Background: an optimization exercise with open tools, aiming at small area. Do not read the settings as production practice.
The RTL was checked by simulation tests, not by an equivalence proof against the original design.
Power figures rest on the tool's default switching activity, not on a simulated workload.

==> flow/design.v <==
package mips_pkg;
    typedef logic [4:0]  reg_addr_t;
    typedef logic [31:0] instr_t;
    typedef logic [5:0]  funct_t;
    typedef logic [5:0]  opcode_t;
    typedef enum logic [1:0] {
        sel_funct,
        sel_add,
        sel_slt,
        sel_sltu
    } alu_sel_t;
    localparam reg_addr_t reg_zero = 5'd0;
    localparam opcode_t op_rtype = 6'h00;
    localparam opcode_t op_addi  = 6'h08;
    localparam opcode_t op_addiu = 6'h09;
    localparam opcode_t op_slti  = 6'h0a;
    localparam opcode_t op_sltiu = 6'h0b;
    localparam funct_t fn_sll  = 6'h00;
    localparam funct_t fn_srl  = 6'h02;
    localparam funct_t fn_sra  = 6'h03;
    localparam funct_t fn_add  = 6'h20;
    localparam funct_t fn_addu = 6'h21;
    localparam funct_t fn_sub  = 6'h22;
    localparam funct_t fn_subu = 6'h23;
    localparam funct_t fn_and  = 6'h24;
    localparam funct_t fn_or   = 6'h25;
    localparam funct_t fn_xor  = 6'h26;
    localparam funct_t fn_nor  = 6'h27;
    localparam funct_t fn_slt  = 6'h2a;
    localparam funct_t fn_sltu = 6'h2b;
endpackage
`timescale 1ns/10ps
module c_a222oi (input logic a1, a2, b1, b2, c1, c2, output logic y);
    assign y = ~((a1 & a2) | (b1 & b2) | (c1 & c2));
endmodule
module c_a221oi (input logic a1, a2, b1, b2, c1, output logic y);
    assign y = ~((a1 & a2) | (b1 & b2) | c1);
endmodule
module c_a22oi (input logic a1, a2, b1, b2, output logic y);
    assign y = ~((a1 & a2) | (b1 & b2));
endmodule
module c_a21oi (input logic a1, a2, b1, output logic y);
    assign y = ~((a1 & a2) | b1);
endmodule
module c_o211ai (input logic a1, a2, b1, c1, output logic y);
    assign y = ~((a1 | a2) & b1 & c1);
endmodule
module c_nand2 (input logic a, b, output logic y);
    assign y = ~(a & b);
endmodule
module c_nand3 (input logic a, b, c, output logic y);
    assign y = ~(a & b & c);
endmodule
module c_nand4 (input logic a, b, c, d, output logic y);
    assign y = ~(a & b & c & d);
endmodule
module c_mux2i (input logic a0, a1, s, output logic y);
    assign y = ~(s ? a1 : a0);
endmodule
module c_inv (input logic a, output logic y);
    assign y = ~a;
endmodule
module c_nor2 (input logic a, b, output logic y);
    assign y = ~(a | b);
endmodule
module c_or3 (input logic a, b, c, output logic y);
    assign y = a | b | c;
endmodule
module c_xor2 (input logic a, b, output logic y);
    assign y = a ^ b;
endmodule
module c_xnor2 (input logic a, b, output logic y);
    assign y = ~(a ^ b);
endmodule
module c_ha (input logic a, b, output logic s, co);
    assign {co, s} = {1'b0, a} + {1'b0, b};
endmodule
module rf_tail (input logic t8, t9, a1, a2, b1, b2, output logic y);
    assign y = ~(t8 & t9 & ~((a1 & a2) | (b1 & b2)));
endmodule
module rf_wdec (
    input  logic        en,
    input  logic [4:0]  dest,
    output logic [31:1] we
);
    always_comb
        for (int i = 1; i < 32; i++)
            we[i] = en && (dest == 5'(i));
endmodule
module rf_rdbit (
    input  logic [31:0] sel,
    input  logic [31:0] d,
    output logic        y
);
    logic [9:0]  t;
    logic [2:0]  u;
    for (genvar g = 0; g < 10; g++) begin : g_aoi
        c_a222oi a (.a1(sel[3*g+1]), .a2(d[3*g+1]), .b1(sel[3*g+2]), .b2(d[3*g+2]),
                    .c1(sel[3*g+3]), .c2(d[3*g+3]), .y(t[g]));
    end
    rf_tail tl (.t8(t[8]), .t9(t[9]), .a1(sel[31]), .a2(d[31]), .b1(sel[0]), .b2(d[0]), .y(u[2]));
    c_nand4 n0 (.a(t[0]), .b(t[1]), .c(t[2]), .d(t[3]), .y(u[0]));
    c_nand4 n1 (.a(t[4]), .b(t[5]), .c(t[6]), .d(t[7]), .y(u[1]));
    c_or3   o  (.a(u[0]), .b(u[1]), .c(u[2]), .y(y));
endmodule
module rf_rdbit31 (
    input  logic [31:1] sel,
    input  logic [31:1] d,
    output logic        y
);
    logic [10:0] t;
    logic [2:0]  u;
    for (genvar g = 0; g < 10; g++) begin : g_aoi
        c_a222oi a (.a1(sel[3*g+1]), .a2(d[3*g+1]), .b1(sel[3*g+2]), .b2(d[3*g+2]),
                    .c1(sel[3*g+3]), .c2(d[3*g+3]), .y(t[g]));
    end
    c_nand2 n31 (.a(sel[31]), .b(d[31]), .y(t[10]));
    c_nand4 n0 (.a(t[0]), .b(t[1]), .c(t[2]), .d(t[3]), .y(u[0]));
    c_nand4 n1 (.a(t[4]), .b(t[5]), .c(t[6]), .d(t[7]), .y(u[1]));
    c_nand3 n2 (.a(t[8]), .b(t[9]), .c(t[10]), .y(u[2]));
    c_or3   o  (.a(u[0]), .b(u[1]), .c(u[2]), .y(y));
endmodule
`timescale 1ns/10ps
module sh_stage #(
    parameter int S   = 1,
    parameter bit INV = 0     
) (
    input  logic [31:0] x,
    input  logic        n,
    input  logic        r,
    input  logic        l,
    input  logic        fill,    
    output logic [31:0] y
);
    always_comb
    begin
        for (int i = 0; i < 32; i++)
            y[i] = ~((n & x[i]) |
                     (r & ((i + S > 31) ? fill : x[(i + S) % 32])) |
                     ((i < S) ? (INV ? l : 1'b0) : (l & x[(i + 32 - S) % 32])));
    end
endmodule
module csel_bit (
    input  logic p, k,
    input  logic c0i, c1i,
    input  logic s,
    output logic c0o, c1o,
    output logic cs
);
    assign c0o = ~((p & c0i) | k);
    assign c1o = ~((p & c1i) | k);
    assign cs  = ~(s ? c1i : c0i);
endmodule
module res_bit (
    input  logic e_sum, sum,
    input  logic k11, g,
    input  logic kx, p,
    input  logic k00, nq,
    input  logic e_sh_n, shn,
    output logic y
);
    assign y = ~((e_sh_n | shn) &
                 ~((e_sum & sum) | (k11 & g) | (kx & p)) &
                 ~(k00 & nq));
endmodule
module res_bit0 (
    input  logic e_sum, sum,
    input  logic k11, g,
    input  logic kx, p,
    input  logic k00, nq,
    input  logic e_lt, lt,
    input  logic e_sh_n, shn,
    output logic y
);
    assign y = ~((e_sh_n | shn) &
                 ~((e_sum & sum) | (k11 & g) | (kx & p)) &
                 ~((k00 & nq) | (e_lt & lt)));
endmodule
`timescale 1ns/10ps
module mips_core_top #(
    parameter int data_width = 32
) (
    input  logic                  clk_i,
    input  logic                  reset_i,
    input  logic                  instr_valid,
    input  mips_pkg::instr_t      instr,
    input  logic                  flush,
    output logic                  wb_valid,
    output mips_pkg::reg_addr_t   wb_reg,
    output logic [data_width-1:0] wb_data
);
    logic [5:0] opcode;
    logic [5:0] funct;
    logic       is_rtype;
    logic       is_itype;
    logic       fn_ok;
    logic [4:0] id_dest;
    logic       id_we;
    assign opcode   = instr[31:26];
    assign funct    = instr[5:0];
    assign is_rtype = (opcode == 6'h00);
    assign is_itype = (opcode[5:2] == 4'b0010);    
    always_comb
    begin
        case (funct)
            6'h00, 6'h02, 6'h03,
            6'h20, 6'h21, 6'h22, 6'h23, 6'h24, 6'h25, 6'h26, 6'h27,
            6'h2a, 6'h2b: fn_ok = 1'b1;
            default:      fn_ok = 1'b0;
        endcase
    end
    assign id_dest = is_rtype ? instr[15:11] : instr[20:16];
    assign id_we   = instr_valid && !flush && (id_dest != 5'd0) &&
                     ((is_rtype && fn_ok) || is_itype);
    logic        ex_we;
    logic [4:0]  ex_rs;
    logic [4:0]  ex_rt;
    logic [15:0] ex_imm;      
    logic        ex_rtype;
    logic [1:0]  ex_op;       
    always_ff @(posedge clk_i, posedge reset_i)
    begin
        if (reset_i)
            ex_we <= 1'b0;
        else
            ex_we <= id_we;
    end
    always_ff @(posedge clk_i)
    begin
        ex_rs    <= instr[25:21];
        ex_rt    <= instr[20:16];
        ex_imm   <= instr[15:0];
        ex_rtype <= is_rtype;
        ex_op    <= opcode[1:0];
    end
    logic [5:0]  fn;
    logic [4:0]  shamt;
    logic [4:0]  ex_dest;
    logic        sub;         
    logic        uns;
    logic        e_sum;       
    logic        e_lt;        
    logic        e_sh;        
    logic        e_log;       
    logic        k11;         
    logic        kx;          
    logic        k00;         
    logic        left;
    assign fn      = ex_imm[5:0];
    assign shamt   = ex_imm[10:6];
    assign ex_dest = ex_rtype ? ex_imm[15:11] : ex_rt;
    assign sub   = ex_rtype ? (fn[1] && !fn[2]) : ex_op[1];
    assign uns   = ex_rtype ? fn[0] : ex_op[0];
    assign e_sh  = ex_rtype && !fn[5];
    assign e_log = ex_rtype && fn[5] && fn[2];
    assign e_lt  = ex_rtype ? (fn[5] && fn[3]) : ex_op[1];
    assign e_sum = ex_rtype ? (fn[5] && !fn[3] && !fn[2]) : !ex_op[1];
    assign k11   = e_log && !fn[1];
    assign kx    = e_log && (fn[1] ^ fn[0]);
    assign k00   = e_log && fn[1] && fn[0];
    assign left  = !fn[1];
    logic [31:0] regs [1:31];
    logic [31:1] rvalid;
    logic [31:1] sel1;
    logic [31:0] sel2;
    logic [31:0] imm_ext;
    logic [31:0] a;
    logic [31:0] b;
    always_comb
    begin
        for (int i = 1; i < 32; i++)
        begin
            sel1[i] = rvalid[i] && (ex_rs == 5'(i));
            sel2[i] = rvalid[i] && ex_rtype && (ex_rt == 5'(i));
        end
        sel2[0] = !ex_rtype;
    end
    assign imm_ext = {{16{ex_imm[15]}}, ex_imm};
    for (genvar j = 0; j < 32; j++) begin : g_rd
        logic [31:1] d1;
        logic [31:0] d2;
        always_comb
        begin
            for (int i = 1; i < 32; i++)
            begin
                d1[i] = regs[i][j];
                d2[i] = regs[i][j];
            end
            d2[0] = imm_ext[j];
        end
        rf_rdbit31 rd1 (.sel(sel1), .d(d1), .y(a[j]));
        rf_rdbit   rd2 (.sel(sel2), .d(d2), .y(b[j]));
    end
    logic [31:0] be;          
    logic [31:0] p;           
    logic [31:0] g;           
    logic [31:0] nq;          
    logic [16:0] c;
    logic [32:17] c0;
    logic [32:17] c1;
    logic [32:17] cs;
    logic [31:0] sum;
    logic        lt;
    assign c[0] = sub;
    for (genvar i = 0; i < 32; i++) begin : g_pg
        c_xor2 bx (.a(b[i]), .b(sub), .y(be[i]));
        c_ha   h  (.a(a[i]), .b(be[i]), .s(p[i]), .co(g[i]));
        c_nor2 nr (.a(a[i]), .b(be[i]), .y(nq[i]));
    end
    for (genvar i = 0; i < 16; i++) begin : g_lo
        if (i % 2 == 0) begin : g_even
            c_a21oi cy (.a1(p[i]), .a2(c[i]), .b1(g[i]), .y(c[i+1]));
            c_xor2  s  (.a(p[i]), .b(c[i]), .y(sum[i]));
        end else begin : g_odd
            c_a21oi cy (.a1(p[i]), .a2(c[i]), .b1(nq[i]), .y(c[i+1]));
            c_xnor2 s  (.a(p[i]), .b(c[i]), .y(sum[i]));
        end
    end
    c_inv   c0_17 (.a(g[16]), .y(c0[17]));
    assign c1[17] = nq[16];
    c_xor2  s16 (.a(p[16]), .b(c[16]), .y(sum[16]));
    for (genvar i = 17; i < 32; i++) begin : g_hi
        csel_bit cb (.p(p[i]), .k((i % 2 == 0) ? g[i] : nq[i]), .c0i(c0[i]), .c1i(c1[i]),
                     .s(c[16]), .c0o(c0[i+1]), .c1o(c1[i+1]), .cs(cs[i]));
        if (i % 2 == 0) begin : g_even
            c_xnor2 s (.a(p[i]), .b(cs[i]), .y(sum[i]));
        end else begin : g_odd
            c_xor2  s (.a(p[i]), .b(cs[i]), .y(sum[i]));
        end
    end
    c_mux2i cm32 (.a0(c0[32]), .a1(c1[32]), .s(c[16]), .y(cs[32]));
    assign lt = !cs[32] ^ (uns | p[31]);
    logic [31:0] sx [0:5];
    logic        fill;
    assign sx[0] = b;
    assign fill  = fn[0] && b[31];            
    for (genvar k = 0; k < 5; k++) begin : g_sh
        sh_stage #(.S(1 << k), .INV(k % 2)) st (
            .x(sx[k]), .n(!shamt[k]), .r(shamt[k] && !left), .l(shamt[k] && left),
            .fill((k % 2 == 0) ? fill : !fill), .y(sx[k+1]));
    end
    logic [31:0] result;
    res_bit0 m0 (.e_sum(e_sum), .sum(sum[0]), .k11(k11), .g(g[0]), .kx(kx), .p(p[0]),
                 .k00(k00), .nq(nq[0]), .e_lt(e_lt), .lt(lt),
                 .e_sh_n(!e_sh), .shn(sx[5][0]), .y(result[0]));
    for (genvar i = 1; i < 32; i++) begin : g_res
        res_bit m (.e_sum(e_sum), .sum(sum[i]), .k11(k11), .g(g[i]), .kx(kx), .p(p[i]),
                   .k00(k00), .nq(nq[i]), .e_sh_n(!e_sh), .shn(sx[5][i]), .y(result[i]));
    end
    logic [31:1] we_lo;
    logic [31:1] we_hi;
    rf_wdec wdec_lo (.en(ex_we), .dest(ex_dest), .we(we_lo));
    rf_wdec wdec_hi (.en(ex_we), .dest(ex_dest), .we(we_hi));
    always_ff @(posedge clk_i, posedge reset_i)
    begin
        if (reset_i)
        begin
            rvalid   <= '0;
            wb_valid <= 1'b0;
        end
        else
        begin
            wb_valid <= ex_we;
            rvalid   <= rvalid | we_lo;
        end
    end
    always_ff @(posedge clk_i)
    begin
        wb_reg  <= ex_dest;
        wb_data <= result;
        for (int i = 1; i < 32; i++)
        begin
            if (we_lo[i])
                regs[i][15:0] <= result[15:0];
            if (we_hi[i])
                regs[i][31:16] <= result[31:16];
        end
    end
endmodule
==> flow/flow/run.sh <==
#!/bin/bash
# The standard ORFS layout (standard.sh, unchanged synthesis), with:
#  - clock tree synthesis without dummy loads, with clkbuf_4 clock buffers
#    and sink clusters of up to 9 flip-flops within 60 um;
#  - port buffers of buf_1 cells.
# make's full output goes to flow_make.log in this folder; ORFS's per-step
# logs stay under orfs/logs/.
set -euo pipefail
bash standard.sh \
    'CTS_ARGS=-sink_clustering_enable -repair_clock_nets -dont_use_dummy_load -buf_list {sky130_fd_sc_hd__clkbuf_4} -sink_clustering_size 9 -sink_clustering_max_diameter 60' \
    'BUFFER_PORTS_ARGS=-buffer_cell sky130_fd_sc_hd__buf_1' \
    finish > flow_make.log 2>&1
==> flow/standard.sh <==
#!/bin/bash
# synth_recipe.tcl (not shown) runs the flow's synth.tcl, then flattens the netlist and writes it again
# the make line also repeats each setting of config.mk as NAME=value (left out here)
make -C /OpenROAD-flow-scripts/flow DESIGN_CONFIG=/design/flow/config.mk WORK_HOME=/design/flow/orfs CLKGATE_MAP_FILE= SYNTH_SCRIPT=/design/flow/synth_recipe.tcl "${@:-finish}"
==> flow/config.mk <==
export PLATFORM = sky130hd
export DESIGN_NAME = mips_core_top
export DESIGN_NICKNAME = mips_core_top
export VERILOG_FILES = /design/flow/design.v
export SDC_FILE = /design/flow/constraint.sdc
export NUM_CORES = 4
export LEC_CHECK = 0
export CAP_MARGIN = 20
export CORE_MARGIN = 2
export CORE_UTILIZATION = 40
export PLACE_DENSITY = 0.5
export SLEW_MARGIN = 20
export SYNTH_HIERARCHICAL = 1
export SYNTH_MINIMUM_KEEP_SIZE = 0
==> flow/constraint.sdc <==
create_clock -name core_clock -period 8.0 [get_ports {clk_i}]
set_input_delay 1.6000 -clock core_clock [delete_from_list [all_inputs] [get_ports {clk_i}]]
set_output_delay 1.6000 -clock core_clock [all_outputs]
set_load 0.01 [all_outputs]
==> impl_metrics.csv <==
group,metric,value,unit
route,dr_wl_met3,25300,um
clock_network,clkLatencyLatePin,1.15,ns
route,routed_wl,196000,um
floorplanning,die_area,0.118,mm^2
floorplanning,dieWidth,343,um
sta,final_hold_viol_count,0,
route,routedWlPerCell,41.4,um
floorplanning,ios,74,
worst_setup_path,path_buf_inv,3,
power,pwr-share-seq,0.646,
route,detail-route-antenna-nets,0,
floorplanning,initial_core_util,0.403,
worst_setup_path,max_stage_delay,0.60,ns
run_status,status,"timing/DRC/antenna clean",
sta,tns,0,ns
clock_network,post_cts_buffers,0,
sta,worst_slew_pin_slew,1.09,ns
worst_setup_path,crit_slowest_cell,"or3_1",
power,p_int,7.49,mW
finish,largest_registers,"regs (992), wb_data (32), rvalid (31)",
clock_network,ctsHoldBuffers,0,
min_path,hold_class,"reg2reg",
power,swShare,0.252,
clock_network,cts-htree-levels,4,
route,top_layer,"met5",
worst_setup_path,cp.arrival,8.07,ns
sta,maxSlewHeadroom,0.270,
floorplanning,fp.coreArea,0.114,mm^2
route,drt-met1-wl,69800,um
worst_setup_path,cp_top_family,"compound AO/OA/AOI/OAI gates",
floorplanning,rows,124,
clock_network,cts_buffer_depth,3,
clock_network,cts_resized,0,
logic_synthesis,syn-cell-area,0.0460,mm^2
logic_synthesis,syn_avg_cell_area,16.3,um^2
clock_network,root_buffer,"clkbuf_4",
power,p_per_area,197,mW/mm^2
global_route,grt_first_pass_wirelength,271000,um
logic_synthesis,ys_ff_latch,1091,
sta,drv_slew,0,
route,vias_per_cell,7.74,
sta,finalSetupViolations,0,
clock_network,cts.sinks,1091,
logic_synthesis,syn-num-nets,2890,
route,drc,0,
power,power_frac_clock,0.265,
power,p_leak,15.5,nW
power,finalPower,10.0,mW
finish,area_growth,10.5,%
global_route,grt_start_max_net_pins,34,
worst_setup_path,cp_max_fo,32,
worst_setup_path,crit_type,"reg2reg",
route,vias,36700,
sta,period_needed,7.27,ns
worst_setup_path,cp_common_cell,"a21oi_1",
placement,gp_congestion,0.973,
clock_network,numCtsBuffers,143,
global_route,antenna_found_initial,16,
clock_network,cts_tree,"done",
logic_synthesis,synth_enable_flop_cells,992,
global_route,overflow,0,
worst_setup_path,crit_path_end_kind,"register",
route,met2_length,85200,um
sta,fin_crit_sh,0.908,
worst_setup_path,setup.worst_path.start_class,"register",
logic_synthesis,yosysSeqAreaShare,0.694,
worst_setup_path,critPathRequiredTime,8.80,ns
sta,skew,0.143,ns
finish,final_net_count,3282,
logic_synthesis,syn_inst,2822,
finish,largest-register,"regs",
placement,portBuffers,73,
route,drtIter0Drc,9767,
power,ir_worst_vdd,0.116,mV
route,drtPass1Iterations,17,
logic_synthesis,yosysWarnings,17,
sta,rsz0062_at_grt,"false",
placement,hpwl,128000,um
global_route,grt_pass1_vias,35100,
floorplanning,dieHeight,343,um
job,drv_cap,0,
logic_synthesis,synth_flop_cell,"edfxtp_1",
sta,fmaxAchievable,138,MHz
finish,final_core_util,0.445,
finish,largest_reg_flops,992,
logic_synthesis,asyncSetResetFlopFracSynth,0.0302,
finish,drive_gt1_frac,0.154,
clock_network,clk_pin_slew_worst_paths,0.09,ns
power,p_sw,2.52,mW
logic_synthesis,synth_cell_types,51,
power,p_comb_frac,0.089,
global_route,grtUsageTotal,0.327,
final timing paths:
| kind | from | cells past startpoint | to | slack (ns) |
|---|---|---|---|---|
| setup reg to reg | ex_rt[2] | 29 | regs[20][0] | 0.73 |
| setup / recovery | ex_rt[2] | 29 | regs[20][0] | 0.73 |
| max in group asynchronous | reset_i | 3 | rvalid[19] | 7.00 |
| hold reg to reg | rvalid[19] | 1 | rvalid[19] | 0.48 |
| hold / removal | rvalid[19] | 1 | rvalid[19] | 0.48 |
| min in group asynchronous | reset_i | 3 | wb_valid | 0.56 |
routing by layer:
metal,vias up,track usage
li1,14300,-
met1,18500,0.425
met2,3188,0.486
met3,638,0.0728
met4,14,0.230
met5,-,0
per-stage QoR:
step                worst slack [ns]  cells  area [um^2]  hold WS [ns]
detailed placement             0.958   4581        49700         0.464
global placement               0.911   4581        49700         0.461
finish                         0.733   4736        50800         0.477
global route                   0.378   4732        50800         0.499
floorplan                      0.360   2822        46000         0.443
CTS                            0.931   4724        50800         0.475
cell usage after synthesis, types with 10 or more instances:
| library cell | count | area share |
|---|---|---|
| buf_6 | 26 | 0.0064 |
| xor2_1 | 50 | 0.0095 |
| and3_1 | 59 | 0.0080 |
| buf_2 | 17 | 0.0018 |
| dfxtp_1 | 66 | 0.029 |
| or2_2 | 33 | 0.0045 |
| nand2_1 | 73 | 0.0060 |
| a21oi_1 | 31 | 0.0034 |
| dfrtp_1 | 33 | 0.018 |
| edfxtp_1 | 992 | 0.65 |
| a21oi_2 | 16 | 0.0030 |
| ha_1 | 32 | 0.0087 |
| or3_1 | 65 | 0.0088 |
| a22oi_1 | 53 | 0.0087 |
| a221oi_1 | 10 | 0.0019 |
| mux2i_1 | 16 | 0.0035 |
| a222oi_1 | 800 | 0.17 |
| nor2_1 | 111 | 0.0091 |
| clkbuf_1 | 10 | 0.00082 |
| inv_1 | 11 | 0.00090 |
| nand3_1 | 67 | 0.0073 |
| xnor2_1 | 16 | 0.0030 |
| o211ai_1 | 31 | 0.0051 |
| nand4_1 | 130 | 0.018 |
area by class of cell:
class	count	area, um^2
flip-flops and latches	1091	31900
diodes	12	30.0
fillers	10200	63400
clock buffers	143	1070
repair buffers	301	2070
inverters	11	41.3
well taps	1512	1890
multi-input cells	1666	13800
modules after synthesis (local to each module, per instance), a selection:
module	cell area, um^2	times used	cells inside
c_ha	12.5	32	1
mips_core_top	33100	1	1277
rf_tail	12.5	32	2
c_xnor2	8.76	15	1
csel_bit	20.0	15	3
c_xor2	8.76	49	1
res_bit0	38.8	1	4
logic make-up (layout without fill, tap and decap cells):
group,count (synthesis),in the layout,synth area share
DFF,1091,1091,0.694
AOI/OAI and AO/OA,951,951,0.199
and+or+nand+nor,596,596,0.0711
xor gates and xnor gates,66,66,0.0126
buffers and inverters,65,455,0.0100
adders and majority gates,32,32,0.00871
muxes,21,21,0.00471
other,0,12,0
layout by cell type, fill, tap and decap left out, types with 65 or more instances in the layout:
master / synthesis / final
nand3_1: 67 / 67
nand4_1: 130 / 130
a222oi_1: 800 / 800
edfxtp_1: 992 / 992
or3_1: 65 / 65
dfxtp_1: 66 / 65
nand2_1: 73 / 73
clkbuf_4: 0 / 143
buf_4: 0 / 221
buf_1: 1 / 73
power groups by stage:
stage                     Sequential [mW]  Combinational [mW]  Clock (mW)
after floorplan                      6.60               0.499           0
after global placement               6.60               0.865           0
after detailed placement             6.60               0.881           0
after CTS                            6.47               0.883        2.72
after global routing                 6.47               0.958        2.91
final                                6.47               0.893        2.65

[separate check: timing with driven ports]
No port has a modelled driver above. Below, the same layout with a new extraction and two added sets of constraints. Step 1 sets driving cells, clkbuf_16 on the clock port and buf_2 on the other inputs (assumed; they add their load-dependent delay and slew). Step 2 moves the port delays by t, midway between the first and last clock arrival at a register: inputs arrive t later, outputs are due t later. That takes back most of the time a late clock gives input paths. Slacks: ideal ports / drivers / drivers and shift; pairs: ideal ports / drivers.
t, ns: 1.142
setup slack, ns: 0.733 / 0.733 / 0.733
worst setup path after step 2: register to register
clock arrival spread, ns: 0.144 / 0.143
worst data-port slew with drivers (ns): 0.08
After both steps this run still meets setup and hold. For this run, drivers alone change the setup slack by 0.000 ns; drivers and shift together by 0.000 ns.
